What follows belongs to an exercise in optimizing a design on an open flow for small area and a short achievable clock period; a production flow would make more cautious choices.
Where RTL was checked, it was by simulation tests only, not by an equivalence proof against the original.
Function not checked in runs 1 to 4: the RTL went through the layout flow alone.
No activity file was given, so power comes from the tool's default toggle rates.

$ cat design/flow/config.mk
export PLATFORM = sky130hd
export DESIGN_NAME = bpu_top
export DESIGN_NICKNAME = bpu_top
export VERILOG_FILES = /design/flow/design.v
export SDC_FILE = /design/flow/constraint.sdc
export NUM_CORES = 4
export LEC_CHECK = 0
export CAP_MARGIN = 20
export CORE_MARGIN = 2
export CORE_UTILIZATION = 40
export SETUP_SLACK_MARGIN = 2.5
export SLEW_MARGIN = 20
export SYNTH_HIERARCHICAL = 1
$ cat design/flow/constraint.sdc
create_clock -name core_clock -period 7.0 [get_ports {clk_i}]
set_input_delay 1.4000 -clock core_clock [delete_from_list [all_inputs] [get_ports {clk_i}]]
set_output_delay 1.4000 -clock core_clock [all_outputs]
set_load 0.01 [all_outputs]
$ cat design/flow/design.v
module bp_dec4 (
   input  logic [3:0]  a_i,
   output logic [15:0] y_o
);
   always_comb for (int i = 0; i < 16; i++) y_o[i] = (a_i == 4'(i));
endmodule
module bp_tag_eq (
   input  logic [25:0] tag_i,
   input  logic [25:0] pc_tag_i,
   output logic        eq_o
);
   assign eq_o = (tag_i == pc_tag_i);
endmodule
module bp_sel16_part (
   input  logic [15:0] d_i,
   input  logic [15:0] sel_i,
   output logic [3:0]  part_o
);
   always_comb for (int i = 0; i < 4; i++) part_o[i] = |(d_i[4*i +: 4] & sel_i[4*i +: 4]);
endmodule
module bp_mux16 (
   input  logic [15:0] d_i,
   input  logic [3:0]  sel_i,
   output logic        y_o
);
   assign y_o = d_i[sel_i];
endmodule
module bp_sel16 (
   input  logic [15:0] d_i,
   input  logic [15:0] sel_i,
   output logic        y_o
);
   assign y_o = |(d_i & sel_i);
endmodule
module bp_out8 (
   input  logic [3:0] hit_part_i,
   input  logic [3:0] bht_part_i,
   input  logic       row_valid_i,
   input  logic [7:0] target_i,
   input  logic [7:0] pc_plus4_i,
   output logic [7:0] y_o
);
   assign y_o = ((|hit_part_i) && (|bht_part_i) && row_valid_i) ? target_i : pc_plus4_i;
endmodule
module branch_predictor (
   input  logic        clk_i,
   input  logic        rst_i,
   input  logic [31:0] curr_pc_i,
   output logic        pred_taken_o,
   output logic [31:0] pred_target_o,
   output logic        btb_hit_o,
   input  logic        res_valid_i,
   input  logic [31:0] res_pc_i,
   input  logic [31:0] res_target_i,
   input  logic        res_taken_i,
   input  logic        res_mispredict_i,
   output logic [31:0] mispred_cnt_o
);
   logic [15:0][15:0] bht_hi_q, bht_lo_q;    
   logic [15:0]       bht_row_valid_q;
   logic [15:0]       btb_valid_q;
   logic [15:0][25:0] btb_tag_q;
   logic [15:0][31:0] btb_target_q;
   logic [3:0]        ghr_q;
   logic [31:0]       cnt_q;
   logic [3:0]        lk_idx;
   logic [15:0]       lk_dec, lk_col_dec, tag_eq;
   logic [3:0]        hit_part, bht_part;
   logic [15:0][15:0] bht_hi_t;              
   logic [15:0]       bht_row;               
   logic              row_valid;
   logic [31:0]       pc_plus4, btb_target_sel;
   assign lk_idx = curr_pc_i[5:2];
   bp_dec4 u_lk_dec  (.a_i(lk_idx),                  .y_o(lk_dec));
   bp_dec4 u_col_dec (.a_i(curr_pc_i[5:2] ^ ghr_q),  .y_o(lk_col_dec));
   for (genvar e = 0; e < 16; e++) begin : g_lk_btb
      bp_tag_eq u_eq (.tag_i(btb_tag_q[e]), .pc_tag_i(curr_pc_i[31:6]), .eq_o(tag_eq[e]));
   end
   bp_sel16_part u_hit (.d_i(tag_eq), .sel_i(lk_dec & btb_valid_q), .part_o(hit_part));
   assign btb_hit_o = |hit_part;
   for (genvar c = 0; c < 16; c++) begin : g_lk_col
      for (genvar r = 0; r < 16; r++) begin : g_t
         assign bht_hi_t[c][r] = bht_hi_q[r][c];
      end
      bp_mux16 u_row (.d_i(bht_hi_t[c]), .sel_i(curr_pc_i[9:6]), .y_o(bht_row[c]));
   end
   bp_mux16 u_row_valid (.d_i(bht_row_valid_q), .sel_i(curr_pc_i[9:6]), .y_o(row_valid));
   bp_sel16_part u_col (.d_i(bht_row), .sel_i(lk_col_dec), .part_o(bht_part));
   assign pc_plus4     = curr_pc_i + 32'd4;
   assign pred_taken_o = (|hit_part) && (|bht_part) && row_valid;
   for (genvar g = 0; g < 4; g++) begin : g_out
      bp_out8 u_out (
         .hit_part_i (hit_part),
         .bht_part_i (bht_part),
         .row_valid_i(row_valid),
         .target_i   (btb_target_sel[8*g +: 8]),
         .pc_plus4_i (pc_plus4[8*g +: 8]),
         .y_o        (pred_target_o[8*g +: 8])
      );
   end
   assign btb_target_sel = btb_target_q[lk_idx];
   assign mispred_cnt_o = cnt_q;
   logic [3:0]  up_row, up_col;
   logic        old_hi, old_lo, new_hi, new_lo;
   logic [15:0] col_hit, col_d_hi, col_d_lo;
   assign up_row = res_pc_i[9:6];
   assign up_col = res_pc_i[5:2] ^ ghr_q;
   assign old_hi = bht_row_valid_q[up_row] ?  bht_hi_q[up_row][up_col] : 1'b0;
   assign old_lo = bht_row_valid_q[up_row] ?  bht_lo_q[up_row][up_col] : 1'b1;
   assign new_hi = (old_hi & old_lo) | (res_taken_i & (old_hi | old_lo));
   assign new_lo = (old_hi & ~old_lo) | (res_taken_i & (old_hi | ~old_lo));
   always_comb begin
      for (int c = 0; c < 16; c++) begin
         col_hit[c]  = (up_col == 4'(c));
         col_d_hi[c] = col_hit[c] & new_hi;
         col_d_lo[c] = ~col_hit[c] | new_lo;
      end
   end
   for (genvar r = 0; r < 16; r++) begin : g_bht_row
      logic row_we;
      assign row_we = res_valid_i && (up_row == 4'(r));
      always_ff @(posedge clk_i or posedge rst_i) begin
         if (rst_i) bht_row_valid_q[r] <= 1'b0;
         else if (row_we) bht_row_valid_q[r] <= 1'b1;
      end
      for (genvar c = 0; c < 16; c++) begin : g_bht_col
         always_ff @(posedge clk_i) begin
            if (row_we && (col_hit[c] || !bht_row_valid_q[r])) begin
               bht_hi_q[r][c] <= col_d_hi[c];
               bht_lo_q[r][c] <= col_d_lo[c];
            end
         end
      end
   end
   logic [3:0] up_btb;
   assign up_btb = res_pc_i[5:2];
   for (genvar e = 0; e < 16; e++) begin : g_btb
      logic we;
      assign we = res_valid_i && res_taken_i && (up_btb == 4'(e));
      always_ff @(posedge clk_i or posedge rst_i) begin
         if (rst_i) btb_valid_q[e] <= 1'b0;
         else if (we) btb_valid_q[e] <= 1'b1;
      end
      always_ff @(posedge clk_i) begin
         if (we) begin
            btb_tag_q[e]    <= res_pc_i[31:6];
            btb_target_q[e] <= res_target_i;
         end
      end
   end
   always_ff @(posedge clk_i or posedge rst_i) begin
      if (rst_i) begin
         ghr_q <= '0;
         cnt_q <= '0;
      end else if (res_valid_i) begin
         ghr_q <= {ghr_q[2:0], res_taken_i};
         if (res_mispredict_i) cnt_q <= cnt_q + 32'd1;
      end
   end
endmodule
module bpu_top (
   input  logic        clk_i,
   input  logic        rst_i,
   input  logic [31:0] curr_pc_i,
   output logic        pred_taken_o,
   output logic [31:0] pred_target_o,
   output logic        btb_hit_o,
   input  logic        res_valid_i,
   input  logic [31:0] res_pc_i,
   input  logic [31:0] res_target_i,
   input  logic        res_taken_i,
   input  logic        res_mispredict_i,
   output logic [31:0] mispred_cnt_o
);
   branch_predictor u_bp (.*);
endmodule
$ cat design/flow/run.sh
#!/bin/bash
# synth_recipe.tcl (not shown) runs the flow's synth.tcl, then flattens the netlist and writes it again
# the make line also repeats each setting of config.mk as NAME=value (left out here)
make -C /OpenROAD-flow-scripts/flow DESIGN_CONFIG=/design/flow/config.mk WORK_HOME=/design/flow/orfs CLKGATE_MAP_FILE= SYNTH_SCRIPT=/design/flow/synth_recipe.tcl finish
==> results of run 1 <==
## sequential cells by signal, summed over array words and instances (netlist names)
signal / cells
u_bp.bht_hi_q: 256
u_bp.bht_lo_q: 256
u_bp.bht_row_valid_q: 16
u_bp.btb_tag_q: 416
u_bp.btb_target_q: 512
u_bp.btb_valid_q: 16
u_bp.cnt_q: 32
u_bp.ghr_q: 4
## synth_stat cells (65+ instances only)
cell type / number
edfxtp_1: 1440
xor2_1: 279
a21oi_1: 270
mux4_2: 243
xnor2_1: 206
nand2_1: 137
mux2i_1: 115
clkbuf_1: 106
nor4_1: 75
mux4_1: 74
dfrtp_1: 68
nand3_1: 65
## power groups by stage
stage / Sequential (mW) / Clock [mW] / Combinational [mW]
after detailed placement: 10.3 / 0 / 2.54
after global routing: 10.2 / 9.00 / 3.09
final: 10.2 / 8.51 / 3.00
after CTS: 10.2 / 8.63 / 2.91
after global placement: 10.3 / 0 / 2.53
after floorplan: 10.3 / 0 / 1.35
## worst reg2reg max path, delay by kind of cell, from the launching register on
family	cells	cell delay [ns]
buf+inv	5	0.95
compound gates	4	0.75
simple gates	2	0.73
flops	1	0.66
mux	1	0.66
xor+xnor	1	0.20
## modules after synthesis, one instance, submodules excluded, excerpt
| module | flops+latches | cells | area (um2) |
|---|---|---|---|
| bp_dec4 | 0 | 20 | 277 |
| bp_mux16 | 0 | 7 | 135 |
| bp_out8 | 0 | 11 | 119 |
| bp_sel16_part | 0 | 12 | 75.1 |
| bp_tag_eq | 0 | 35 | 288 |
| branch_predictor | 1508 | 2820 | 56800 |
## final timing paths
path	endpoint	slack, ns	cells past startpoint
min in group asynchronous	u_bp.cnt_q[19]$_DFFE_PP0P_	1.02	2
min	u_bp.btb_valid_q[5]$_DFFE_PP0P_	0.46	1
max in group asynchronous	u_bp.btb_valid_q[11]$_DFFE_PP0P_	4.85	3
min reg2reg	u_bp.btb_valid_q[5]$_DFFE_PP0P_	0.46	1
max	pred_target_o[4]	1.35	13
max reg2reg	u_bp.bht_hi_q[45]$_DFFE_PP_	2.76	13
## stage by stage
step	hold slack, ns	instances	util, %	power, mW	cell area [um2]
final	0.459	6416	49.9	21.7	80200
after global routing	0.477	6415	49.9	22.3	80200
after CTS	0.457	6394	49.5	21.7	79600
after detailed placement	0.443	5955	44.1	12.9	70900
after global placement	0.442	5952	44.1	12.9	70800
after floorplan	0.430	3607	-	11.7	65300
## layer usage
layer / global-route usage, % / share of wire (%)
met3: 5.23 / 9.1
met4: 8.27 / 3.6
met2: 37.0 / 46
met5: 0 / 0.035
met1: 33.7 / 41
## logic make-up after synthesis
logic type                 share of synthesized area, %
muxes                                              13.9
AOI/OAI and AO/OA                                  3.95
and+or+nand+nor                                    4.99
DFF                                                69.3
adders and majority gates                        0.0386
xor gates and xnor gates                           6.60
buffers and inverters                              1.31
## timing repair
action / in CTS / in global routing
endpoints found under the setup margin: 673 / 294
pin swaps: 121 / 46
gates resized for setup: 577 / 90
buffers inserted: 113 / 16
cloned: 30 / 0
## area by class of cell
| class | count | area share (%) |
|---|---|---|
| inverters | 7 | 0.0343 |
| diodes | 3 | 0.00936 |
| clock buffers | 203 | 5.27 |
| well taps | 2160 | 3.37 |
| repair buffers | 522 | 7.83 |
| clock inverters | 93 | 1.36 |
| multi-input cells | 1920 | 26.1 |
| flip-flops and latches | 1508 | 56.0 |
==> results.py, run 1 <==
metrics = {
    "logic_synthesis": {
        "postSynthCellCount": 3607,
        "ys_types": 73,
        "avgSynthCellArea_um2": 18.0,
        "synth-edff-count": 1440,
        "synth_nets": 3710,
        "yosysTopAreaCell": "edfxtp_1",
        "async_flop_share_pct": 4.51,
        "seq_area_frac_synth_pct": 69.3,
        "synthFlopType": "edfxtp_1",
        "ys_top_cells_by_area": "edfxtp_1, mux4_2, xor2_1",
        "synth_top_area_share_pct": 66.6,
        "netlist_area_mm2": 0.0649,
        "synth.ff_latch_count": 1508,
        "yosys_warnings": 9,
    },
    "worst_setup_path": {
        "end_kind": "output port",
        "crit_buf_inv": 5,
        "r2r_start": "u_bp.ghr_q[0]$_DFFE_PP0P_",
        "critical_path_class": "input pin to output port",
        "cpPeakStageDelay_ns": 0.57,
        "critical_path.startpoint": "curr_pc_i[6]",
        "worstPathCellList": "buf_16, buf_16, mux4_1, mux2i_2, mux2i_1, a22oi_1, nand2_2, buf_6, nor4_4, nor2_2, buf_12, mux2_4, buf_6",
        "critical_path.max_fanout": 8,
        "arrival_ns": 4.25,
        "start_kind": "input pin",
        "cp_top_family": "multiplexers",
        "crit_slowest_cell": "mux4_1",
        "required_ns": 5.60,
    },
    "global_route": {
        "grt_max_degree": 71,
        "track_usage_pct": 24.0,
        "grt_pass1_wl_um": 280000,
        "grt_pass1_vias": 37318,
        "antenna_found_initial": 13,
        "grt_overflow": 0,
    },
    "sta": {
        "worstMarginPinSlew_ns": 1.24,
        "relSlewSlack_pct": 17.0,
        "fin_setup_tns_ns": 0,
        "fmax_ghz": 0.177,
        "final_max_slew_viol_count": 0,
        "period_share_pct": 80.7,
        "fin_crit_ns": 5.65,
        "grt_setup_unrepaired": "true",
        "fin_skew_ns": 0.0645,
        "setup_violations": 0,
        "final.setup.worst_slack_ns": 1.35,
        "hold_viol_final": 0,
    },
    "place": {
        "io_buffer_count": 164,
        "gp_congestion": 0.975,
        "dp_hpwl_um": 117000,
        "pre_cts_slack_ns": 0.149,
    },
    "run_status": {
        "outcome": "finished clean",
    },
    "power": {
        "seqPwrFrac_pct": 46.9,
        "cellPowerDensity_mw_per_mm2": 270,
        "worst_ir_drop_vdd_mv": 0.256,
        "switchingPower_mw": 5.61,
        "combPwrFrac_pct": 13.9,
        "cell_internal_pwr_mw": 16.1,
        "clkPwrFrac_pct": 39.3,
        "p_leak_nw": 26.1,
        "p_sw_share_pct": 25.9,
    },
    "floorplanning": {
        "die_h_um": 407,
        "die_area_mm2": 0.165,
        "core_mm2": 0.161,
        "io_pins": 167,
        "fp.dieW_um": 407,
        "start_util_pct": 40.4,
        "placementRows": 147,
    },
    "finish": {
        "fill_cells": 13315,
        "final_cell_mix": "edfxtp_1, mux4_2, a21oi_1",
        "synthToLayoutAreaGrowth_pct": 23.6,
        "final_common_cell": "edfxtp_1",
        "ff_latch_area_mm2": 0.0449,
        "multi_input_area_mm2": 0.0209,
        "nets": 4222,
        "drive_gt1_share_pct": 29.2,
    },
    "clocking": {
        "clk_latency_ns": 0.81,
        "cts_root_buf": "clkbuf_16",
        "htreeDepth": 4,
        "cts_tree": "built",
        "clock_sinks": 1508,
        "clockBufferDepth": 3,
        "numCtsBuffers": 160,
        "holdBufCountCts": 0,
        "path_clk_slew_ns": 0.05,
    },
    "detailed_routing": {
        "viasPerCell": 5.89,
        "wl_um": 199000,
        "vias": 37794,
        "wl_per_cell_um": 31.0,
        "drt-initial-drc-count": 4639,
        "ant_nets": 0,
        "dr.pass1.iters": 6,
        "drc": 0,
    },
    "hold_path": {
        "holdCritPathClass": "register to register",
        "hold_path_startpoint": "u_bp.btb_valid_q[5]$_DFFE_PP0P_",
    },
    "job": {
        "drv_cap": 0,
    },
}
==> run 2, diff against run 1 <==
==> design/flow/flow/run.sh (new file) <==
#!/bin/bash
# Standard layout (the standard.sh: ORFS from synthesis to the final layout), with
# clock tree synthesis told not to add dummy balancing loads to the clock tree.
set -euo pipefail
cd "$(dirname "$0")/.."
bash standard.sh \
   CTS_ARGS="-sink_clustering_enable -repair_clock_nets -dont_use_dummy_load" \
   finish > flow_make.log 2>&1
==> design/flow/standard.sh (new file) <==
#!/bin/bash
# synth_recipe.tcl (not shown) runs the flow's synth.tcl, then flattens the netlist and writes it again
# the make line also repeats each setting of config.mk as NAME=value (left out here)
make -C /OpenROAD-flow-scripts/flow DESIGN_CONFIG=/design/flow/config.mk WORK_HOME=/design/flow/orfs CLKGATE_MAP_FILE= SYNTH_SCRIPT=/design/flow/synth_recipe.tcl "${@:-finish}"
removed: design/flow/run.sh
==> run 2 against run 1 <==
Effect of this change: cell count down 2.2%; worst setup slack gained 0.018 ns; critical path depth increased by 1; clock power is 16% lower; die area is the same; core utilization fell by 0.92 points; via count fell by 0.86%; global-route usage shrank 0.16 points; sequential share of layout area increased by 1.1 points; fmax increased by 0.32%; synthesized cell count is the same; synthesized area unchanged; critical endpoint is now pred_target_o[24].
==> results.py, run 2 <==
metrics = {
    "sta": {
        "fin_crit_ns": 5.63,
        "hold_viol_final": 0,
        "fin_skew_ns": 0.0750,
        "fmax_ghz": 0.178,
        "fin_setup_tns_ns": 0,
        "period_share_pct": 80.4,
        "grt_setup_unrepaired": "true",
        "final.setup.worst_slack_ns": 1.37,
        "setup_violations": 0,
        "final_max_slew_viol_count": 0,
        "relSlewSlack_pct": 18.1,
        "worstMarginPinSlew_ns": 1.23,
    },
    "hold_path": {
        "holdPathStages": 1,
        "holdCritPathClass": "register to register",
        "hold_path_startpoint": "u_bp.btb_valid_q[5]$_DFFE_PP0P_",
        "whs_endpoint": "u_bp.btb_valid_q[5]$_DFFE_PP0P_",
    },
    "logic_synthesis": {
        "postSynthCellCount": 3607,
        "netlist_area_mm2": 0.0649,
        "yosys_warnings": 9,
        "ys_top_cells_by_area": "edfxtp_1, mux4_2, xor2_1",
        "synthFlopType": "edfxtp_1",
        "yosysMostFrequentCell": "edfxtp_1",
        "yosysTopAreaCell": "edfxtp_1",
        "synth_top_area_share_pct": 66.6,
        "seq_area_frac_synth_pct": 69.3,
        "synth_nets": 3710,
        "ys_types": 73,
        "yosys-top-cells-count": "edfxtp_1, xor2_1, a21oi_1, mux4_2, xnor2_1",
        "avgSynthCellArea_um2": 18.0,
        "synth-edff-count": 1440,
        "async_flop_share_pct": 4.51,
        "synth.ff_latch_count": 1508,
    },
    "place": {
        "io_buffer_count": 164,
        "pre_cts_slack_ns": 0.149,
        "gp_congestion": 0.975,
        "dp_hpwl_um": 117000,
    },
    "floorplanning": {
        "core_mm2": 0.161,
        "start_util_pct": 40.4,
        "die_area_mm2": 0.165,
        "die_h_um": 407,
        "io_pins": 167,
        "fp.dieW_um": 407,
        "placementRows": 147,
    },
    "clocking": {
        "clk_latency_ns": 0.76,
        "htreeDepth": 4,
        "holdBufCountCts": 0,
        "path_clk_slew_ns": 0.05,
        "cts_tree": "built",
        "clockBufferDepth": 3,
        "cts_root_buf": "clkbuf_16",
        "numCtsBuffers": 160,
        "clock_sinks": 1508,
    },
    "worst_setup_path": {
        "r2r_slack_ns": 2.74,
        "cpPeakStageDelay_ns": 0.52,
        "worstRegToRegCells": 13,
        "r2r_start": "u_bp.ghr_q[0]$_DFFE_PP0P_",
        "crit_slowest_cell": "mux4_2",
        "start_kind": "input pin",
        "arrival_ns": 4.23,
        "critical_path_class": "input pin to output port",
        "critical_path.max_fanout": 8,
        "worstPathCellList": "buf_16, buf_12, buf_16, mux4_2, mux2i_2, mux2i_1, a22oi_2, nand2_4, buf_6, nor4_4, nor2_2, buf_12, mux2_4, buf_6",
        "end_kind": "output port",
        "required_ns": 5.60,
        "critical_path.startpoint": "curr_pc_i[6]",
        "r2r_end": "u_bp.bht_hi_q[47]$_DFFE_PP_",
    },
    "job": {
        "drv_cap": 0,
    },
    "finish": {
        "drive_gt1_share_pct": 28.7,
        "nets": 4214,
        "biggestRegsByFlops": "u_bp.btb_target_q: 512 flops, u_bp.btb_tag_q: 416 flops",
        "top_register": "u_bp.btb_target_q",
        "final_cell_mix": "edfxtp_1, mux4_2, a21oi_1",
        "largest_reg_flops": 512,
        "synthToLayoutAreaGrowth_pct": 21.3,
        "final_common_cell": "edfxtp_1",
    },
    "run_status": {
        "outcome": "finished clean",
    },
    "detailed_routing": {
        "wl_um": 198000,
        "vias": 37468,
        "drt-initial-drc-count": 4672,
        "drc": 0,
        "dr.pass1.iters": 6,
        "viasPerCell": 5.97,
        "wl_per_cell_um": 31.6,
        "ant_nets": 0,
    },
    "global_route": {
        "antenna_found_initial": 11,
        "grt_pass1_vias": 37156,
        "grt_overflow": 0,
        "grt_max_degree": 71,
        "grt_pass1_wl_um": 279000,
        "track_usage_pct": 23.8,
    },
    "power": {
        "worst_ir_drop_vdd_mv": 0.255,
        "cellPowerDensity_mw_per_mm2": 258,
        "p_leak_nw": 25.4,
    },
}
==> run 2: cell counts after synthesis <==
Identical to the previous run, type by type.
==> run 2: Yosys stat by module, one instance, submodules excluded, a selection <==
| module | times used | area [um2] | cells | flip-flops and latches |
|---|---|---|---|---|
| bp_dec4 | 2 | 277 | 20 | 0 |
| bp_sel16_part | 2 | 75.1 | 12 | 0 |
| bp_tag_eq | 16 | 288 | 35 | 0 |
| bp_out8 | 4 | 119 | 11 | 0 |
| branch_predictor | 1 | 56800 | 2820 | 1508 |
| bp_mux16 | 17 | 135 | 7 | 0 |
==> run 2: where the power goes <==
part	internal (mW)	switching, mW	total, mW
clock	3.98	3.17	7.15
combinational	1.16	1.82	2.98
sequential	10.1	0.0894	10.2
==> run 2: per-stage QoR <==
step	cell area, um2	power (mW)	hold slack (ns)	cells	utilization, %
floorplan	65300	11.7	0.430	3607	-
global placement	70800	12.9	0.442	5952	44.1
detailed placement	70900	12.9	0.443	5955	44.1
CTS	78100	20.3	0.456	6254	48.6
global route	78700	20.8	0.476	6270	49.0
finish	78700	20.3	0.458	6272	49.0
==> run 2: how the worst max path moves through the flow <==
stage                   endpoint  slack [ns]  depth (start not counted)
3_5_place_dp    pred_target_o[3]        0.15                         14
5_1_grt         pred_target_o[4]        1.29                         15
2_1_floorplan  pred_target_o[15]        2.19                         11
6_report       pred_target_o[24]        1.37                         14
3_3_place_gp    pred_target_o[3]        0.17                         13
4_1_cts         pred_target_o[4]        1.40                         14
==> run 2: cells by family (layout without fill, tap and decap cells) <==
logic type | count (synthesis) | in the layout | share of synthesized area (%)
XOR/XNOR | 487 | 487 | 6.60
flip-flops | 1508 | 1508 | 69.3
adder cells (fa/ha/maj) | 2 | 2 | 0.0386
other | 0 | 3 | 0
AO/OA/AOI/OAI | 414 | 414 | 3.95
AND/OR/NAND/NOR | 547 | 547 | 4.99
buffers and inverters | 179 | 681 | 1.31
multiplexers | 470 | 470 | 13.9
==> run 2: what timing repair did <==
| action | 4_1_cts | 5_1_grt |
|---|---|---|
| setup buffers | 111 | 9 |
| setup endpoints to repair | 706 | 165 |
| resized for setup | 592 | 87 |
| pin swaps | 126 | 45 |
| gates cloned | 28 | 3 |
==> run 2: layout make-up <==
| type | count | area (um2) |
|---|---|---|
| Tap cell | 2160 | 2700 |
| Fill cell | 13371 | 82000 |
| Timing Repair Buffer | 514 | 6250 |
| Multi-Input combinational cell | 1920 | 20800 |
| Inverter | 7 | 27.5 |
| Antenna cell | 3 | 7.51 |
| Sequential cell | 1508 | 44900 |
| Clock buffer | 160 | 4000 |
==> run 2: routing by layer <==
layer  vias to the layer above  GRT usage, %  share of wire [%]
met5                         -             0              0.036
met4                        10          7.52                3.4
met3                       383          5.45                9.3
met2                      1912          36.9                 46
met1                     19736          33.4                 41
li1                      15427             -                  -
==> run 2: critical path: cells and delay by family <==
kind / cells / cell delay, ns
buffers and inverters: 6 / 0.87
AOI/OAI and AO/OA: 1 / 0.24
muxes: 4 / 1.22
and+or+nand+nor: 3 / 0.47
==> run 3, diff against run 2 <==
--- a/design/flow/flow/run.sh
+++ b/design/flow/flow/run.sh
@@ -4,5 +4,5 @@
 set -euo pipefail
 cd "$(dirname "$0")/.."
 bash standard.sh \
-   CTS_ARGS="-sink_clustering_enable -repair_clock_nets -dont_use_dummy_load" \
+   CTS_ARGS="-sink_clustering_enable -repair_clock_nets -dont_use_dummy_load -sink_clustering_size 40 -sink_clustering_max_diameter 60" \
    finish > flow_make.log 2>&1
--- a/design/flow/config.mk
+++ b/design/flow/config.mk
@@ -8,6 +8,8 @@
 export CAP_MARGIN = 20
 export CORE_MARGIN = 2
 export CORE_UTILIZATION = 40
+export CTS_CLUSTER_DIAMETER = 60
+export CTS_CLUSTER_SIZE = 40
 export SETUP_SLACK_MARGIN = 2.5
 export SLEW_MARGIN = 20
 export SYNTH_HIERARCHICAL = 1
==> run 3 against run 2 <==
Effect of this change: via count is 0.57% lower; cell count is 0.80% lower; critical path depth is 1 lower; clock skew is 0.020 ns higher; flip-flop and latch count stayed put; combinational power is 1% higher; sequential power hardly changed; fmax hardly changed; power is 6.9% lower; die area stayed put; sequential share of layout area is 0.73 points higher; core utilization is 0.62 points lower.
==> results.py, run 3 <==
metrics = {
    "floorplanning": {
        "io_pins": 167,
        "fp.dieW_um": 407,
        "die_h_um": 407,
        "die_area_mm2": 0.165,
        "core_mm2": 0.161,
        "placementRows": 147,
        "start_util_pct": 40.4,
    },
    "clocking": {
        "clk_latency_ns": 0.76,
        "path_clk_slew_ns": 0.04,
        "numCtsBuffers": 113,
        "clock_sinks": 1508,
        "clockBufferDepth": 3,
        "holdBufCountCts": 0,
        "htreeDepth": 3,
        "cts_root_buf": "clkbuf_16",
        "cts_tree": "built",
    },
    "worst_setup_path": {
        "worstRegToRegCells": 13,
        "cpPeakStageDelay_ns": 0.52,
        "critical_path.max_fanout": 8,
        "arrival_ns": 4.23,
        "crit_top_cell": "buf_12",
        "start_kind": "input pin",
        "critical_path_class": "input pin to output port",
        "end_kind": "output port",
        "required_ns": 5.60,
        "crit_slowest_cell": "mux4_2",
        "worstPathCellList": "buf_16, clkbuf_16, mux4_2, mux2i_2, mux2i_1, a22oi_2, nand2_4, buf_12, nor4_4, nor2_2, buf_12, mux2_4, buf_6",
    },
    "power": {
        "clkPwrFrac_pct": 30.3,
        "p_leak_nw": 25.0,
        "p_sw_share_pct": 25.6,
        "cell_internal_pwr_mw": 14.1,
        "switchingPower_mw": 4.84,
        "seqPwrFrac_pct": 53.7,
        "combPwrFrac_pct": 16.0,
        "cellPowerDensity_mw_per_mm2": 243,
        "worst_ir_drop_vdd_mv": 0.188,
    },
    "logic_synthesis": {
        "synthFlopType": "edfxtp_1",
        "async_flop_share_pct": 4.51,
        "netlist_area_mm2": 0.0649,
        "ys_top_cells_by_area": "edfxtp_1, mux4_2, xor2_1",
        "ys_types": 73,
        "synth_nets": 3710,
        "synth-edff-count": 1440,
        "synth_top_area_share_pct": 66.6,
        "yosys_warnings": 9,
        "yosys-top-cells-count": "edfxtp_1, xor2_1, a21oi_1, mux4_2, xnor2_1",
        "yosysTopAreaCell": "edfxtp_1",
        "synth.ff_latch_count": 1508,
        "avgSynthCellArea_um2": 18.0,
        "postSynthCellCount": 3607,
        "yosysMostFrequentCell": "edfxtp_1",
        "seq_area_frac_synth_pct": 69.3,
    },
    "sta": {
        "grt_setup_unrepaired": "true",
        "final_max_slew_viol_count": 0,
        "worstMarginPinSlew_ns": 1.21,
        "setup_violations": 0,
        "period_share_pct": 80.5,
        "relSlewSlack_pct": 18.9,
        "fin_skew_ns": 0.0953,
        "fmax_ghz": 0.177,
        "fin_crit_ns": 5.63,
        "whs_ns": 0.456,
        "fin_setup_tns_ns": 0,
        "hold_viol_final": 0,
    },
    "run_status": {
        "outcome": "finished clean",
    },
    "detailed_routing": {
        "dr.pass1.iters": 6,
        "viasPerCell": 5.99,
        "wl_um": 198000,
        "ant_nets": 0,
        "drc": 0,
        "drt-initial-drc-count": 4489,
        "wl_per_cell_um": 31.7,
        "vias": 37255,
    },
    "hold_path": {
        "holdPathStages": 1,
        "holdCritPathClass": "register to register",
    },
    "place": {
        "gp_congestion": 0.975,
        "dp.cells": 5955,
        "dp_hpwl_um": 117000,
        "placed_area_mm2": 0.0709,
        "io_buffer_count": 164,
    },
    "global_route": {
        "grt_pass1_vias": 36478,
        "antenna_found_initial": 13,
        "track_usage_pct": 23.7,
        "grt_pass1_wl_um": 278000,
        "grt_max_degree": 71,
        "grt_overflow": 0,
    },
    "finish": {
        "final_common_cell": "edfxtp_1",
        "drive_gt1_share_pct": 27.6,
        "fill_cells": 13470,
        "nets": 4166,
        "fin_cells": 6222,
        "fin_area_mm2": 0.0777,
        "top_register": "u_bp.btb_target_q",
        "largest_reg_flops": 512,
        "final_cell_mix": "edfxtp_1, mux4_2, a21oi_1",
        "synthToLayoutAreaGrowth_pct": 19.8,
        "biggestRegsByFlops": "u_bp.btb_target_q: 512 flops, u_bp.btb_tag_q: 416 flops",
    },
    "job": {
        "drv_cap": 0,
    },
}
## run 3: cell counts after synthesis
Identical to the previous run, type by type.
## run 3: power by group through the flow
stage | registers (mW) | clock network, mW | logic (mW)
final | 10.1 | 5.73 | 3.02
after global routing | 10.2 | 6.13 | 3.11
after CTS | 10.1 | 5.84 | 2.91
after detailed placement | 10.3 | 0 | 2.54
after global placement | 10.3 | 0 | 2.53
after floorplan | 10.3 | 0 | 1.35
## run 3: timing repair
item | in CTS | in global routing
resized for setup | 591 | 92
setup endpoints to repair | 706 | 290
cloned | 31 | 3
pin swaps | 128 | 42
buffers inserted | 108 | 8
## run 3: cells by family (layout without fill, tap and decap cells)
family                   Yosys count  after routing  synth area share, %
adder cells (fa/ha/maj)            2              2               0.0386
XOR/XNOR                         487            487                 6.60
flip-flops                      1508           1508                 69.3
other                              0              1                    0
AO/OA/AOI/OAI                    414            414                 3.95
AND/OR/NAND/NOR                  547            547                 4.99
buffers and inverters            179            633                 1.31
multiplexers                     470            470                 13.9
## run 3: critical path, delay by kind of cell
family / cells / cell delay, ns
mux: 4 / 1.24
compound gates: 1 / 0.24
simple gates: 3 / 0.49
buf+inv: 5 / 0.80
## run 3: worst paths after layout
path | start | endpoint | slack [ns]
min in group asynchronous | rst_i | u_bp.cnt_q[12]$_DFFE_PP0P_ | 1.10
worst max-delay path | curr_pc_i[6] | pred_target_o[4] | 1.37
worst min register to register | u_bp.btb_valid_q[0]$_DFFE_PP0P_ | u_bp.btb_valid_q[0]$_DFFE_PP0P_ | 0.46
max in group asynchronous | rst_i | u_bp.btb_valid_q[0]$_DFFE_PP0P_ | 4.79
worst min-delay path | u_bp.btb_valid_q[0]$_DFFE_PP0P_ | u_bp.btb_valid_q[0]$_DFFE_PP0P_ | 0.46
worst max register to register | u_bp.ghr_q[0]$_DFFE_PP0P_ | u_bp.bht_hi_q[12]$_DFFE_PP_ | 2.79
## run 3: routing by layer
metal	up-vias	part of all wire (%)	wire length, um	global-route usage [%]
met4	16	3.7	7250	7.87
met3	377	8.9	17500	5.00
met1	19710	41	81500	33.4
met5	-	0.056	110	0
li1	15340	-	-	-
met2	1812	46	91100	36.8
## run 3: Yosys stat by module, one instance, submodules excluded, excerpt
| module | area (um2) | cells inside | flip-flops and latches |
|---|---|---|---|
| bp_tag_eq | 288 | 35 | 0 |
| bp_out8 | 119 | 11 | 0 |
| branch_predictor | 56800 | 2820 | 1508 |
| bp_sel16_part | 75.1 | 12 | 0 |
| bp_mux16 | 135 | 7 | 0 |
| bp_dec4 | 277 | 20 | 0 |
## run 3: layout make-up
type	count	area [um2]	share of cell area [%]
multi-input combinational	1920	20900	26.9
tap	2160	2700	3.48
antenna	1	2.50	0.00322
timing repair buffer	513	6300	8.11
sequential	1508	44900	57.8
clock buffer	113	2830	3.64
inverter	7	27.5	0.0354
## run 3: metrics by stage
stage          util, %  total power, mW  setup WS [ns]
6_report          48.4             18.9           1.37
5_1_grt           48.4             19.4           1.33
4_1_cts           48.0             18.9           1.42
3_5_place_dp      44.1             12.9          0.149
3_3_place_gp      44.1             12.9          0.166
2_1_floorplan        -             11.7           2.19
==> run 4, diff against run 3 <==
==> design/flow/flow/run.sh (replaced) <==
#!/bin/bash
# Standard layout (the standard.sh: ORFS from synthesis to the final layout), with
# clock tree synthesis told not to add dummy balancing loads to the clock tree.
set -euo pipefail
cd "$(dirname "$0")/.."
bash standard.sh \
   CTS_ARGS="-sink_clustering_enable -repair_clock_nets -dont_use_dummy_load -sink_clustering_size 60 -sink_clustering_max_diameter 75" \
   finish > flow_make.log 2>&1
==> run 4 against run 3 <==
Effect of this change: worst hold slack improved by 0.0040 ns; global-route usage fell by 0.055 points; sequential share of layout area rose by 0.29 points; still clean on timing, DRC and antenna; non-clock buffer count rose by 11; largest cell class unchanged; highest routed layer unchanged.
==> results.py, run 4 <==
metrics = {
    "clocking": {
        "path_clk_slew_ns": 0.07,
        "numCtsBuffers": 94,
        "clk_latency_ns": 0.75,
        "cts_root_buf": "clkbuf_16",
        "holdBufCountCts": 0,
        "clockBufferDepth": 3,
        "cts_tree": "built",
        "clock_sinks": 1508,
        "htreeDepth": 3,
    },
    "sta": {
        "final_max_slew_viol_count": 0,
        "grt_setup_unrepaired": "true",
        "fmax_ghz": 0.178,
        "fin_skew_ns": 0.0969,
        "worstMarginPinSlew_ns": 1.22,
        "setup_violations": 0,
        "period_share_pct": 80.4,
        "fin_crit_ns": 5.63,
        "fin_setup_tns_ns": 0,
        "relSlewSlack_pct": 18.3,
        "final.setup.worst_slack_ns": 1.37,
        "hold_viol_final": 0,
    },
    "worst_setup_path": {
        "critical_path.startpoint": "curr_pc_i[6]",
        "critical_path.max_fanout": 8,
        "arrival_ns": 4.23,
        "end_kind": "output port",
        "required_ns": 5.60,
        "r2r_start": "u_bp.ghr_q[0]$_DFFE_PP0P_",
        "critical_path_class": "input pin to output port",
        "start_kind": "input pin",
    },
    "logic_synthesis": {
        "synth_fa_ha_area_share_pct": 0.0386,
        "async_flop_share_pct": 4.51,
        "yosys-top-cells-count": "edfxtp_1, xor2_1, a21oi_1, mux4_2, xnor2_1",
        "postSynthCellCount": 3607,
        "synth_top_family_by_area": "multiplexers",
        "synthFlopType": "edfxtp_1",
        "yosys_warnings": 9,
        "synth_nets": 3710,
        "avgSynthCellArea_um2": 18.0,
        "ys_top_cells_by_area": "edfxtp_1, mux4_2, xor2_1",
        "seq_area_frac_synth_pct": 69.3,
        "yosys.area_share.simple_pct": 4.99,
        "synthMuxAreaShare_pct": 13.9,
        "synth-edff-count": 1440,
        "synth_compound_area_share_pct": 3.95,
        "ys_types": 73,
        "yosysMostFrequentCell": "edfxtp_1",
        "synth_top_area_share_pct": 66.6,
        "yosysTopAreaCell": "edfxtp_1",
        "netlist_area_mm2": 0.0649,
        "synth.ff_latch_count": 1508,
        "synthXorXnorAreaFrac_pct": 6.60,
    },
    "finish": {
        "top_register": "u_bp.btb_target_q",
        "nets": 4158,
        "synthToLayoutAreaGrowth_pct": 19.2,
        "drive_gt1_share_pct": 27.8,
        "largest_reg_flops": 512,
        "final_common_cell": "edfxtp_1",
        "biggestRegsByFlops": "u_bp.btb_target_q: 512 flops, u_bp.btb_tag_q: 416 flops",
        "final_cell_mix": "edfxtp_1, mux4_2, a21oi_1",
    },
    "global_route": {
        "grt_overflow": 0,
        "grt_max_degree": 71,
        "track_usage_pct": 23.7,
        "grt_busiest_layer": "met2",
        "grt_pass1_wl_um": 277000,
        "gr-usage-met1_pct": 33.6,
        "grt_pass1_vias": 36326,
        "met2_usage_pct": 36.9,
        "grt_use_met3_pct": 5.01,
        "antenna_found_initial": 11,
    },
    "job": {
        "drv_cap": 0,
    },
    "detailed_routing": {
        "drt-initial-drc-count": 4453,
        "viasPerCell": 5.97,
        "drc": 0,
        "ant_nets": 0,
        "dr.pass1.iters": 8,
        "wl_per_cell_um": 31.7,
        "wl_um": 197000,
        "vias": 37131,
    },
    "power": {
        "p_leak_nw": 24.8,
        "cellPowerDensity_mw_per_mm2": 238,
        "worst_ir_drop_vdd_mv": 0.191,
    },
    "floorplanning": {
        "core_mm2": 0.161,
        "die_h_um": 407,
        "start_util_pct": 40.4,
        "placementRows": 147,
        "fp.dieW_um": 407,
        "io_pins": 167,
        "die_area_mm2": 0.165,
    },
    "run_status": {
        "outcome": "finished clean",
    },
    "place": {
        "dp_hpwl_um": 117000,
        "pre_cts_slack_ns": 0.149,
        "io_buffer_count": 164,
        "gp_congestion": 0.975,
    },
    "hold_path": {
        "hold_path_startpoint": "u_bp.btb_valid_q[5]$_DFFE_PP0P_",
        "holdCritPathClass": "register to register",
    },
}
run 4: what timing repair did:
action / CTS / global route
cloned: 33 / 1
buffers inserted: 108 / 19
setup endpoints to repair: 706 / 327
resized for setup: 590 / 113
pin swaps: 130 / 44
run 4: power breakdown:
part	total, mW	switching, mW	internal (mW)
clock network	5.20	2.83	2.37
registers	10.1	0.0890	10.0
logic	3.05	1.85	1.20
total	18.4	4.77	13.6
run 4: final cells by class:
type	count	area, um2
Fill cell	13535	83400
Clock buffer	94	2350
Tap cell	2160	2700
Inverter	7	27.5
Multi-Input combinational cell	1920	21000
Sequential cell	1508	44900
Antenna cell	3	7.51
Timing Repair Buffer	524	6310
run 4: critical path, cell delays in order:
cell	delay, ns
buf_16	0.12
buf_12	0.14
buf_16	0.12
buf_4	0.13
mux4_1	0.56
mux2i_2	0.51
mux2i_2	0.37
o41ai_4	0.13
nor2_2	0.09
buf_12	0.16
mux2_4	0.33
buf_6	0.13
run 4: layer usage:
metal | wire length (um) | share of wire [%] | vias to the layer above
met5 | 40 | 0.020 | -
met4 | 6390 | 3.2 | 6
met3 | 17100 | 8.7 | 314
met2 | 91500 | 46 | 1803
met1 | 82300 | 42 | 19725
li1 | - | - | 15283
run 4: logic make-up (layout without fill, tap and decap cells):
family / after synthesis / in the layout
adder cells (fa/ha/maj): 2 / 2
AND/OR/NAND/NOR: 547 / 547
buffers and inverters: 179 / 625
flip-flops: 1508 / 1508
XOR/XNOR: 487 / 487
AO/OA/AOI/OAI: 414 / 414
other: 0 / 3
multiplexers: 470 / 470
run 4: final timing paths:
| kind | endpoint | slack, ns | cells after the start |
|---|---|---|---|
| max in group asynchronous | u_bp.bht_row_valid_q[5]$_DFFE_PP0P_ | 4.78 | 3 |
| setup reg to reg | u_bp.bht_hi_q[196]$_DFFE_PP_ | 2.72 | 15 |
| setup / recovery | pred_target_o[4] | 1.37 | 12 |
| min in group asynchronous | u_bp.cnt_q[22]$_DFFE_PP0P_ | 1.08 | 2 |
| hold reg to reg | u_bp.btb_valid_q[5]$_DFFE_PP0P_ | 0.46 | 1 |
| hold / removal | u_bp.btb_valid_q[5]$_DFFE_PP0P_ | 0.46 | 1 |
run 4: through the flow:
step	utilization, %	cells	total power [mW]	hold slack (ns)	cell area, um2
2_1_floorplan	-	3607	11.7	0.430	65300
3_3_place_gp	44.1	5952	12.9	0.442	70800
3_5_place_dp	44.1	5955	12.9	0.443	70900
4_1_cts	47.7	6190	18.4	0.461	76600
5_1_grt	48.1	6214	18.9	0.481	77300
6_report	48.1	6216	18.4	0.460	77300
run 4: modules after synthesis, one instance, submodules excluded, a selection:
| module | cells | times used | flops+latches |
|---|---|---|---|
| bp_tag_eq | 35 | 16 | 0 |
| bp_out8 | 11 | 4 | 0 |
| bp_dec4 | 20 | 2 | 0 |
| branch_predictor | 2820 | 1 | 1508 |
| bp_mux16 | 7 | 17 | 0 |
| bp_sel16_part | 12 | 2 | 0 |
==> run 5, diff against run 4 <==
--- a/design/flow/design.v
+++ b/design/flow/design.v
@@ -17,13 +17,6 @@
    output logic [3:0]  part_o
 );
    always_comb for (int i = 0; i < 4; i++) part_o[i] = |(d_i[4*i +: 4] & sel_i[4*i +: 4]);
-endmodule
-module bp_mux16 (
-   input  logic [15:0] d_i,
-   input  logic [3:0]  sel_i,
-   output logic        y_o
-);
-   assign y_o = d_i[sel_i];
 endmodule
 module bp_sel16 (
    input  logic [15:0] d_i,
@@ -78,13 +71,19 @@
    end
    bp_sel16_part u_hit (.d_i(tag_eq), .sel_i(lk_dec & btb_valid_q), .part_o(hit_part));
    assign btb_hit_o = |hit_part;
-   for (genvar c = 0; c < 16; c++) begin : g_lk_col
-      for (genvar r = 0; r < 16; r++) begin : g_t
-         assign bht_hi_t[c][r] = bht_hi_q[r][c];
+   for (genvar g = 0; g < 4; g++) begin : g_lk_rowgrp
+      logic [15:0] row_dec;
+      bp_dec4 u_row_dec (.a_i(curr_pc_i[9:6]), .y_o(row_dec));
+      for (genvar c = 4*g; c < 4*g + 4; c++) begin : g_lk_col
+         for (genvar r = 0; r < 16; r++) begin : g_t
+            assign bht_hi_t[c][r] = bht_hi_q[r][c];
+         end
+         bp_sel16 u_row (.d_i(bht_hi_t[c]), .sel_i(row_dec), .y_o(bht_row[c]));
       end
-      bp_mux16 u_row (.d_i(bht_hi_t[c]), .sel_i(curr_pc_i[9:6]), .y_o(bht_row[c]));
+      if (g == 0) begin : g_rv
+         bp_sel16 u_row_valid (.d_i(bht_row_valid_q), .sel_i(row_dec), .y_o(row_valid));
+      end
    end
-   bp_mux16 u_row_valid (.d_i(bht_row_valid_q), .sel_i(curr_pc_i[9:6]), .y_o(row_valid));
    bp_sel16_part u_col (.d_i(bht_row), .sel_i(lk_col_dec), .part_o(bht_part));
    assign pc_plus4     = curr_pc_i + 32'd4;
    assign pred_taken_o = (|hit_part) && (|bht_part) && row_valid;
==> design/flow/run.sh (new file) <==
#!/bin/bash
# synth_recipe.tcl (not shown) runs the flow's synth.tcl, then flattens the netlist and writes it again
# the make line also repeats each setting of config.mk as NAME=value (left out here)
make -C /OpenROAD-flow-scripts/flow DESIGN_CONFIG=/design/flow/config.mk WORK_HOME=/design/flow/orfs CLKGATE_MAP_FILE= SYNTH_SCRIPT=/design/flow/synth_recipe.tcl finish
--- a/design/flow/config.mk
+++ b/design/flow/config.mk
@@ -8,8 +8,8 @@
 export CAP_MARGIN = 20
 export CORE_MARGIN = 2
 export CORE_UTILIZATION = 40
-export CTS_CLUSTER_DIAMETER = 60
-export CTS_CLUSTER_SIZE = 40
+export CTS_CLUSTER_DIAMETER = 50
+export CTS_CLUSTER_SIZE = 30
 export SETUP_SLACK_MARGIN = 2.5
 export SLEW_MARGIN = 20
 export SYNTH_HIERARCHICAL = 1
removed: design/flow/flow/run.sh
removed: design/flow/standard.sh
==> run 5 against run 4 <==
Effect of this change: non-clock buffer count rose by 30; clock-buffer cell count grew 60; synthesized cell count up 3.2%; worst hold slack worse by 0.0023 ns; first-iteration DRC count is 12% higher; core utilization rose by 1.5 points; largest cell class unchanged.
==> results.py, run 5 <==
metrics = {
    "global_route": {
        "antenna_found_initial": 6,
        "grt_overflow": 0,
        "grt_max_degree": 87,
        "grt_pass1_vias": 38402,
        "grt_pass1_wl_um": 295000,
        "track_usage_pct": 24.9,
    },
    "sta": {
        "setup_violations": 0,
        "fmax_ghz": 0.174,
        "period_share_pct": 81.9,
        "fin_skew_ns": 0.0836,
        "worstMarginPinSlew_ns": 1.21,
        "grt_setup_unrepaired": "true",
        "final_max_slew_viol_count": 0,
        "whs_ns": 0.458,
        "relSlewSlack_pct": 19.4,
        "fin_crit_ns": 5.73,
        "hold_viol_final": 0,
        "fin_setup_tns_ns": 0,
    },
    "floorplanning": {
        "placementRows": 148,
        "fp.dieW_um": 408,
        "core_mm2": 0.163,
        "io_pins": 167,
        "die_h_um": 408,
        "start_util_pct": 40.2,
        "die_area_mm2": 0.167,
    },
    "logic_synthesis": {
        "synth-edff-count": 1440,
        "seq_area_frac_synth_pct": 68.7,
        "postSynthCellCount": 3721,
        "yosysMostFrequentCell": "edfxtp_1",
        "synthFlopType": "edfxtp_1",
        "ys_types": 75,
        "yosys-top-cells-count": "edfxtp_1, xor2_1, a21oi_1, mux4_2, xnor2_1",
        "ys_top_cells_by_area": "edfxtp_1, mux4_2, xor2_1",
        "yosysTopAreaCell": "edfxtp_1",
        "yosys_warnings": 9,
        "netlist_area_mm2": 0.0654,
        "synth_nets": 3824,
        "synth_top_area_share_pct": 66.1,
        "synth.ff_latch_count": 1508,
        "avgSynthCellArea_um2": 17.6,
        "async_flop_share_pct": 4.51,
    },
    "finish": {
        "fin_area_mm2": 0.0807,
        "biggestRegsByFlops": "u_bp.btb_target_q: 512 flops, u_bp.btb_tag_q: 416 flops",
        "nets": 4333,
        "final_common_cell": "edfxtp_1",
        "synthToLayoutAreaGrowth_pct": 23.3,
        "top_register": "u_bp.btb_target_q",
        "largest_reg_flops": 512,
        "drive_gt1_share_pct": 30.6,
        "final_cell_mix": "edfxtp_1, a21oi_1, xor2_1",
    },
    "clocking": {
        "clock_sinks": 1508,
        "clockBufferDepth": 3,
        "cts_root_buf": "clkbuf_16",
        "path_clk_slew_ns": 0.06,
        "clk_latency_ns": 0.80,
        "cts_tree": "built",
        "numCtsBuffers": 140,
        "htreeDepth": 4,
    },
    "worst_setup_path": {
        "critical_path_class": "input pin to output port",
        "critical_path.max_fanout": 8,
        "arrival_ns": 4.33,
        "start_kind": "input pin",
        "required_ns": 5.60,
        "end_kind": "output port",
        "r2r_slack_ns": 2.69,
    },
    "detailed_routing": {
        "ant_nets": 0,
        "wl_um": 211000,
        "wl_per_cell_um": 32.4,
        "viasPerCell": 6.01,
        "dr.pass1.iters": 6,
        "drt-initial-drc-count": 4989,
        "vias": 39212,
        "drc": 0,
    },
    "run_status": {
        "outcome": "finished clean",
    },
    "place": {
        "gp_congestion": 0.970,
        "dp_hpwl_um": 124000,
        "placed_area_mm2": 0.0717,
        "io_buffer_count": 164,
    },
    "power": {
        "worst_ir_drop_vdd_mv": 0.253,
        "p_leak_nw": 26.2,
        "cellPowerDensity_mw_per_mm2": 268,
    },
    "hold_path": {
        "holdCritPathClass": "register to register",
    },
    "job": {
        "drv_cap": 0,
    },
}
run 5: changes by cell type after synthesis, sizes merged:
cell	change
a221oi	+68
a22o	+68
nand4	+17
mux2i	-51
and4b	+16
buf	+16
and4	+4
nor4b	+16
mux4	-68
nor4	+4
and4bb	+24
run 5: timing repair:
| action | 4_1_cts | 5_1_grt |
|---|---|---|
| pin swaps | 107 | 44 |
| hold endpoints to repair | 0 | 0 |
| gates cloned | 32 | 4 |
| gates resized for setup | 502 | 84 |
| setup endpoints to repair | 546 | 377 |
| setup buffers | 106 | 29 |
| hold buffers | 0 | 0 |
run 5: cell type report:
type	count	area, um2
antenna	1	2.50
inverter	7	27.5
clock buffer	154	3630
timing repair buffer	554	6770
multi-input combinational	2019	21100
sequential	1508	44900
fill	13430	81900
clock inverter	108	1480
tap	2175	2720
run 5: path summary, 6_finish.rpt:
| check | startpoint | to | cells after the start |
|---|---|---|---|
| max | curr_pc_i[9] | pred_target_o[6] | 15 |
| min | u_bp.btb_valid_q[9]$_DFFE_PP0P_ | u_bp.btb_valid_q[9]$_DFFE_PP0P_ | 1 |
| max reg2reg | u_bp.ghr_q[1]$_DFFE_PP0P_ | u_bp.bht_hi_q[59]$_DFFE_PP_ | 14 |
| min reg2reg | u_bp.btb_valid_q[9]$_DFFE_PP0P_ | u_bp.btb_valid_q[9]$_DFFE_PP0P_ | 1 |
| max in group asynchronous | rst_i | u_bp.btb_valid_q[14]$_DFFE_PP0P_ | 3 |
| min in group asynchronous | rst_i | u_bp.cnt_q[16]$_DFFE_PP0P_ | 2 |
run 5: critical path, stage by stage:
cell and delay [ns]:
buf_16 0.16, buf_12 0.13, buf_16 0.13, buf_12 0.13, and4bb_2 0.29, a221oi_2 0.33
nand4_1 0.18, a22oi_2 0.26, nand2_4 0.19, nor4_4 0.27, nor2_2 0.08, buf_12 0.16
buf_8 0.13, mux2_4 0.30, buf_6 0.12
run 5: modules after synthesis, one instance, submodules excluded, a selection:
module,area [um2],times used,flip-flops and latches
branch_predictor,56800,1,1508
bp_out8,119,4,0
bp_tag_eq,288,16,0
bp_dec4,277,6,0
bp_sel16_part,75.1,2,0
bp_sel16,101,17,0
run 5: report_power, final:
| part | switching [mW] | internal, mW | leakage (nW) |
|---|---|---|---|
| Sequential | 0.130 | 10.1 | 13.7 |
| Clock | 3.91 | 4.41 | 2.44 |
| Combinational | 1.89 | 1.20 | 10.0 |
| Total | 5.92 | 15.7 | 26.2 |
run 5: cells by family after synthesis:
| family | count (synthesis) | share of synthesized area (%) |
|---|---|---|
| flops | 1508 | 68.7 |
| compound gates | 550 | 6.39 |
| xor+xnor | 487 | 6.54 |
| mux | 351 | 10.2 |
| buf+inv | 195 | 1.58 |
| fa+ha+maj | 2 | 0.0382 |
| simple gates | 628 | 6.53 |
run 5: metrics by stage:
stage | setup WS, ns | cells | util (%) | power [mW]
global route | 1.24 | 6525 | 49.6 | 22.1
floorplan | 2.19 | 3721 | - | 11.7
detailed placement | -0.0765 | 6091 | 44.1 | 13.0
finish | 1.27 | 6526 | 49.6 | 21.6
CTS | 1.31 | 6491 | 49.1 | 21.5
global placement | -0.0410 | 6090 | 44.1 | 13.0
run 5: layer usage:
layer / global-route usage, % / routed length, um / vias to the layer above
li1: - / - / 16143
met5: 0 / 12 / -
met3: 5.05 / 19300 / 420
met2: 38.8 / 97700 / 2230
met4: 9.22 / 8650 / 2
met1: 34.5 / 85400 / 20417
==> run 6, diff against run 5 <==
--- a/design/flow/config.mk
+++ b/design/flow/config.mk
@@ -8,8 +8,6 @@
 export CAP_MARGIN = 20
 export CORE_MARGIN = 2
 export CORE_UTILIZATION = 40
-export CTS_CLUSTER_DIAMETER = 50
-export CTS_CLUSTER_SIZE = 30
 export SETUP_SLACK_MARGIN = 2.5
 export SLEW_MARGIN = 20
 export SYNTH_HIERARCHICAL = 1
==> run 6 against run 5 <==
Effect of this change: via count rose by 0.42%; power rose by 0.88%; global-route usage about the same; fmax increased by 0.76%; clock skew shrank 0.035 ns; die area stayed put; critical path depth unchanged; critical path type unchanged; largest cell class unchanged.
==> results.py, run 6 <==
metrics = {
    "run_status": {
        "outcome": "finished clean",
    },
    "sta": {
        "period_share_pct": 81.3,
        "fin_crit_ns": 5.69,
        "setup_violations": 0,
        "relSlewSlack_pct": 18.9,
        "grt_setup_unrepaired": "true",
        "hold_viol_final": 0,
        "final_max_slew_viol_count": 0,
        "fin_skew_ns": 0.0484,
        "whs_ns": 0.457,
        "worstMarginPinSlew_ns": 1.21,
        "fmax_ghz": 0.176,
    },
    "job": {
        "drv_cap": 0,
    },
    "clocking": {
        "cts_root_buf": "clkbuf_16",
        "numCtsBuffers": 159,
        "htreeDepth": 4,
        "cts_tree": "built",
        "path_clk_slew_ns": 0.06,
        "clockBufferDepth": 3,
        "clk_latency_ns": 0.81,
        "clock_sinks": 1508,
        "holdBufCountCts": 0,
    },
    "logic_synthesis": {
        "synthFlopType": "edfxtp_1",
        "yosys_warnings": 9,
        "netlist_area_mm2": 0.0654,
        "ys_types": 75,
        "yosysTopAreaCell": "edfxtp_1",
        "synth_top_area_share_pct": 66.1,
        "synth_nets": 3824,
        "yosysMostFrequentCell": "edfxtp_1",
        "ys_top_cells_by_area": "edfxtp_1, mux4_2, xor2_1",
        "async_flop_share_pct": 4.51,
        "avgSynthCellArea_um2": 17.6,
        "seq_area_frac_synth_pct": 68.7,
        "synth-edff-count": 1440,
        "postSynthCellCount": 3721,
        "synth.ff_latch_count": 1508,
        "yosys-top-cells-count": "edfxtp_1, xor2_1, a21oi_1, mux4_2, xnor2_1",
    },
    "worst_setup_path": {
        "required_ns": 5.60,
        "crit_slowest_cell": "mux2_4",
        "cpPeakStageDelay_ns": 0.30,
        "critical_path_class": "input pin to output port",
        "worstPathCellList": "buf_16, buf_16, buf_8, and4b_2, a22o_1, a221oi_2, nand4_1, a22oi_2, nand2_4, nor4_4, nor2_2, buf_12, buf_8, mux2_4, buf_6",
        "crit_buf_inv": 6,
        "cp_top_family": "simple AND/OR/NAND/NOR gates",
        "critical_path.max_fanout": 7,
        "end_kind": "output port",
        "start_kind": "input pin",
        "arrival_ns": 4.29,
    },
    "power": {
        "p_leak_nw": 26.4,
        "cellPowerDensity_mw_per_mm2": 270,
        "worst_ir_drop_vdd_mv": 0.279,
    },
    "detailed_routing": {
        "dr.pass1.iters": 6,
        "viasPerCell": 6.01,
        "wl_um": 213000,
        "ant_nets": 0,
        "vias": 39377,
        "drc": 0,
        "wl_per_cell_um": 32.4,
        "drt-initial-drc-count": 4889,
    },
    "finish": {
        "fin_area_mm2": 0.0807,
        "final_cell_mix": "edfxtp_1, a21oi_1, xor2_1",
        "biggestRegsByFlops": "u_bp.btb_target_q: 512 flops, u_bp.btb_tag_q: 416 flops",
        "drive_gt1_share_pct": 29.5,
        "fill_cells": 13445,
        "top_register": "u_bp.btb_target_q",
        "nets": 4353,
        "multi_input_area_mm2": 0.0210,
        "final_common_cell": "edfxtp_1",
        "largest_reg_flops": 512,
        "ff_latch_area_mm2": 0.0449,
        "synthToLayoutAreaGrowth_pct": 23.3,
    },
    "place": {
        "io_buffer_count": 164,
        "placed_area_mm2": 0.0717,
        "dp_hpwl_um": 124000,
        "gp_congestion": 0.970,
    },
    "global_route": {
        "track_usage_pct": 24.8,
        "grt_pass1_vias": 38225,
        "grt_max_degree": 87,
        "antenna_found_initial": 12,
        "grt_pass1_wl_um": 295000,
        "grt_overflow": 0,
    },
    "floorplanning": {
        "fp.dieW_um": 408,
        "io_pins": 167,
        "start_util_pct": 40.2,
        "die_area_mm2": 0.167,
        "core_mm2": 0.163,
        "die_h_um": 408,
        "placementRows": 148,
    },
    "hold_path": {
        "holdCritPathClass": "register to register",
    },
}
==> run 6: final timing paths <==
check | slack, ns | from | depth (start not counted) | end
max in group asynchronous | 4.78 | rst_i | 3 | u_bp.btb_valid_q[12]$_DFFE_PP0P_
hold / removal | 0.46 | u_bp.btb_valid_q[3]$_DFFE_PP0P_ | 1 | u_bp.btb_valid_q[3]$_DFFE_PP0P_
min in group asynchronous | 0.93 | rst_i | 2 | u_bp.cnt_q[16]$_DFFE_PP0P_
setup reg to reg | 2.64 | u_bp.ghr_q[1]$_DFFE_PP0P_ | 14 | u_bp.bht_hi_q[30]$_DFFE_PP_
setup / recovery | 1.31 | curr_pc_i[9] | 15 | pred_target_o[6]
hold reg to reg | 0.46 | u_bp.btb_valid_q[3]$_DFFE_PP0P_ | 1 | u_bp.btb_valid_q[3]$_DFFE_PP0P_
==> run 6: timing repair <==
item,CTS,global route
cloned,31,10
pin swaps,110,46
resized for setup,448,115
buffers inserted,83,47
endpoints found under the setup margin,546,366
==> run 6: kinds of logic (layout without fill, tap and decap cells) <==
group	count (synthesis)	in the layout	synth area share, %
other	0	2	0
buffers and inverters	195	852	1.58
xor gates and xnor gates	487	487	6.54
muxes	351	351	10.2
DFF	1508	1508	68.7
adders and majority gates	2	2	0.0382
AOI/OAI and AO/OA	550	550	6.39
and+or+nand+nor	628	629	6.53
==> run 6: metrics by stage <==
stage                     setup TNS [ns]  total power [mW]  worst slack (ns)  utilization, %  cells
final                                  0              21.8              1.31            49.6   6556
after global routing                   0              22.3              1.25            49.6   6555
after CTS                              0              21.7              1.37            48.9   6495
after detailed placement          -0.536              13.0           -0.0765            44.1   6091
after global placement            -0.157              13.0           -0.0410            44.1   6090
after floorplan                        0              11.7              2.19               -   3721
==> run 6: report_power, final <==
group / internal (mW) / switching, mW / total, mW
sequential: 10.1 / 0.130 / 10.2
clock: 4.83 / 3.67 / 8.50
combinational: 1.20 / 1.89 / 3.08
==> run 6: per-layer routing <==
metal	wire, um	global-route usage, %
met1	85700	34.5
met2	97500	38.3
met3	19700	5.09
met4	9710	9.93
met5	21	0
==> run 6: final cells by class <==
class	count	share of cell area, %
flip-flops and latches	1508	55.7
multi-input cells	2019	26.1
repair buffers	555	8.29
clock buffers	201	5.22
well taps	2175	3.37
clock inverters	89	1.30
inverters	7	0.0341
diodes	2	0.00621
==> run 6: per-module statistics from Yosys (local to each module, per instance), excerpt <==
| module | flops+latches | area, um2 | cells |
|---|---|---|---|
| bp_sel16_part | 0 | 75.1 | 12 |
| branch_predictor | 1508 | 56800 | 2820 |
| bp_dec4 | 0 | 277 | 20 |
| bp_sel16 | 0 | 101 | 9 |
| bp_out8 | 0 | 119 | 11 |
| bp_tag_eq | 0 | 288 | 35 |
==> run 6: worst register-to-register path, stage by stage, from the launching register on <==
cell and delay, ns:
dfrtp_1 0.69, xor2_4 0.24, buf_6 0.24, buf_16 0.25
mux4_2 0.34, o22a_1 0.24, o2111ai_1 0.16, a32o_1 0.32
or4_4 0.44, a21oi_4 0.25, o21ai_2 0.13, buf_12 0.17
buf_4 0.17, a211oi_4 0.34, buf_6 0.22
==> run 7, diff against run 6 <==
--- a/design/flow/config.mk
+++ b/design/flow/config.mk
@@ -8,6 +8,8 @@
 export CAP_MARGIN = 20
 export CORE_MARGIN = 2
 export CORE_UTILIZATION = 40
+export CTS_CLUSTER_DIAMETER = 60
+export CTS_CLUSTER_SIZE = 40
 export SETUP_SLACK_MARGIN = 2.5
 export SLEW_MARGIN = 20
 export SYNTH_HIERARCHICAL = 1
==> run 7 against run 6 <==
Effect of this change: global-route usage shrank 0.25 points; sequential power is essentially flat; die area is the same; flip-flop and latch count is the same; via count shrank 1.6%; critical path depth is the same; critical endpoint unchanged; largest cell class unchanged; highest routed layer unchanged.
==> results.py, run 7 <==
metrics = {
    "clocking": {
        "clk_latency_ns": 0.79,
        "clock_sinks": 1508,
        "clockBufferDepth": 3,
        "holdBufCountCts": 0,
        "numCtsBuffers": 111,
        "path_clk_slew_ns": 0.07,
        "cts_root_buf": "clkbuf_16",
        "htreeDepth": 3,
    },
    "worst_setup_path": {
        "critical_path.startpoint": "curr_pc_i[9]",
        "crit_buf_inv": 6,
        "r2r_end": "u_bp.bht_hi_q[11]$_DFFE_PP_",
        "crit_slowest_cell": "mux2_4",
        "r2r_start": "u_bp.ghr_q[1]$_DFFE_PP0P_",
        "critical_path.max_fanout": 7,
        "start_kind": "input pin",
        "arrival_ns": 4.35,
        "critical_path_class": "input pin to output port",
        "r2r_slack_ns": 2.69,
        "cp.depth": 15,
        "cpPeakStageDelay_ns": 0.30,
        "worstRegToRegCells": 14,
        "cp_top_family": "simple AND/OR/NAND/NOR gates",
        "required_ns": 5.60,
    },
    "floorplanning": {
        "placementRows": 148,
        "die_h_um": 408,
        "fp.dieW_um": 408,
        "start_util_pct": 40.2,
        "core_mm2": 0.163,
        "die_area_mm2": 0.167,
    },
    "logic_synthesis": {
        "postSynthCellCount": 3721,
        "synth-edff-count": 1440,
        "async_flop_share_pct": 4.51,
        "yosysTopAreaCell": "edfxtp_1",
        "yosysMostFrequentCell": "edfxtp_1",
        "synth_top_area_share_pct": 66.1,
        "seq_area_frac_synth_pct": 68.7,
        "synth_nets": 3824,
        "ys_top_cells_by_area": "edfxtp_1, mux4_2, xor2_1",
        "yosys-top-cells-count": "edfxtp_1, xor2_1, a21oi_1, mux4_2, xnor2_1",
        "ys_types": 75,
        "avgSynthCellArea_um2": 17.6,
        "synth.ff_latch_count": 1508,
    },
    "finish": {
        "multi_input_area_mm2": 0.0210,
        "final_common_cell": "edfxtp_1",
        "synthToLayoutAreaGrowth_pct": 21.2,
        "fill_cells": 13548,
        "nets": 4279,
        "ff_latch_area_mm2": 0.0449,
        "top_register": "u_bp.btb_target_q",
        "largest_reg_flops": 512,
        "drive_gt1_share_pct": 29.3,
    },
    "detailed_routing": {
        "drt-initial-drc-count": 4761,
        "vias": 38745,
        "drc": 0,
        "viasPerCell": 6.01,
    },
    "place": {
        "gp_congestion": 0.970,
        "dp_hpwl_um": 124000,
    },
    "sta": {
        "fin_setup_tns_ns": 0,
        "fin_crit_ns": 5.75,
        "fmax_ghz": 0.174,
        "hold_viol_final": 0,
    },
    "power": {
        "worst_ir_drop_vdd_mv": 0.226,
        "cellPowerDensity_mw_per_mm2": 257,
        "power_mw": 20.4,
        "p_leak_nw": 25.6,
    },
    "global_route": {
        "grt_pass1_vias": 37837,
        "antenna_found_initial": 12,
        "grt_pass1_wl_um": 293000,
        "grt_overflow": 0,
    },
    "run_status": {
        "outcome": "finished clean",
    },
    "hold_path": {
        "holdCritPathClass": "register to register",
    },
}
run 7: cell counts after synthesis:
Identical to the previous run, type by type.
run 7: cell families (layout without fill, tap and decap cells):
family                   Yosys count  count (layout)  synth area share (%)
multiplexers                     351             351                  10.2
XOR/XNOR                         487             487                  6.54
AO/OA/AOI/OAI                    550             550                  6.39
flip-flops                      1508            1508                  68.7
buffers and inverters            195             746                  1.58
AND/OR/NAND/NOR                  628             629                  6.53
other                              0               1                     0
adder cells (fa/ha/maj)            2               2                0.0382
run 7: stage by stage:
step / instances / worst slack (ns) / util (%) / hold slack, ns
3_3_place_gp: 6090 / -0.0410 / 44.1 / 0.442
6_report: 6449 / 1.25 / 48.8 / 0.461
2_1_floorplan: 3721 / 2.19 / - / 0.430
3_5_place_dp: 6091 / -0.0765 / 44.1 / 0.444
5_1_grt: 6449 / 1.19 / 48.8 / 0.472
4_1_cts: 6424 / 1.35 / 48.4 / 0.463
run 7: layout make-up:
class | count | share of cell area, %
Timing Repair Buffer | 529 | 8.10
Clock inverter | 93 | 1.63
Sequential cell | 1508 | 56.7
Multi-Input combinational cell | 2019 | 26.5
Antenna cell | 1 | 0.00316
Clock buffer | 117 | 3.56
Inverter | 7 | 0.0347
Tap cell | 2175 | 3.43
run 7: how the worst min path moves through the flow:
stage	start	to	slack, ns	depth (start not counted)
after detailed placement	u_bp.btb_valid_q[0]$_DFFE_PP0P_	u_bp.btb_valid_q[0]$_DFFE_PP0P_	0.44	1
after global placement	u_bp.btb_valid_q[6]$_DFFE_PP0P_	u_bp.btb_valid_q[6]$_DFFE_PP0P_	0.44	1
after global routing	u_bp.btb_valid_q[10]$_DFFE_PP0P_	u_bp.btb_valid_q[10]$_DFFE_PP0P_	0.47	1
after floorplan	u_bp.btb_valid_q[0]$_DFFE_PP0P_	u_bp.btb_valid_q[0]$_DFFE_PP0P_	0.43	1
after CTS	u_bp.btb_valid_q[9]$_DFFE_PP0P_	u_bp.btb_valid_q[9]$_DFFE_PP0P_	0.46	1
final	u_bp.btb_valid_q[3]$_DFFE_PP0P_	u_bp.btb_valid_q[3]$_DFFE_PP0P_	0.46	1
run 7: worst reg2reg max path, delay by kind of cell, from the launching register on:
kind                      cells  cell delay (ns)
muxes                         1             0.36
AOI/OAI and AO/OA             4             0.67
DFF                           1             0.71
xor gates and xnor gates      1             0.26
and+or+nand+nor               3             1.03
buffers and inverters         5             1.01
run 7: report_power, final:
part	total, mW	internal (mW)	switching (mW)	leakage, nW
registers	10.2	10.0	0.129	13.7
logic	3.06	1.19	1.88	9.90
clock network	7.13	3.50	3.64	1.97
run 7: what timing repair did:
item	4_1_cts	5_1_grt
cloned	31	4
pin swaps	116	13
buffers inserted	92	19
endpoints found under the setup margin	546	495
gates resized for setup	524	49
run 7: metal layers:
| layer | wire length [um] | vias up | share of wire, % | GRT usage, % |
|---|---|---|---|---|
| met1 | 86000 | 20264 | 41 | 34.4 |
| met4 | 8990 | 8 | 4.3 | 8.86 |
| met3 | 17500 | 422 | 8.4 | 4.69 |
| met2 | 96200 | 2052 | 46 | 38.3 |
| met5 | 59 | - | 0.028 | 0 |
| li1 | - | 15999 | - | - |
run 7: per-module statistics from Yosys, one instance, submodules excluded, a selection:
module | flip-flops and latches | cells
bp_tag_eq | 0 | 35
bp_dec4 | 0 | 20
bp_sel16 | 0 | 9
bp_sel16_part | 0 | 12
branch_predictor | 1508 | 2820
bp_out8 | 0 | 11

-- afterwards: timing with drivers on the ports --
The flow's constraints put no driver on any port. The routed layouts listed below were extracted and timed again, unchanged, in two steps.
Step 1, drivers: a clkbuf_16 drives clk_i and a buf_2 each remaining input, both assumed.
Step 2, shift: input delay + t, output delay - t, t = (earliest + latest rising clock arrival at the registers) / 2. This alone moves slack from input paths to output paths.
a / b / c = ideal / step 1 / step 2; a / b = the first two.
| run | t, ns | setup slack, ns |
|---|---|---|
| run 1 | 0.853 | 1.352 / 1.130 / 1.130 |
| run 2 | 0.815 | 1.370 / 1.283 / 1.283 |
| run 3 | 0.785 | 1.366 / 1.104 / 1.104 |
| run 4 | 0.782 | 1.369 / 1.125 / 1.125 |
| run 5 | 0.842 | 1.266 / 0.979 / 0.979 |
| run 6 | 0.872 | 1.310 / 1.101 / 1.101 |
| run 7 | 0.838 | 1.250 / 0.989 / 0.989 |
After both steps every run listed still meets setup and hold.
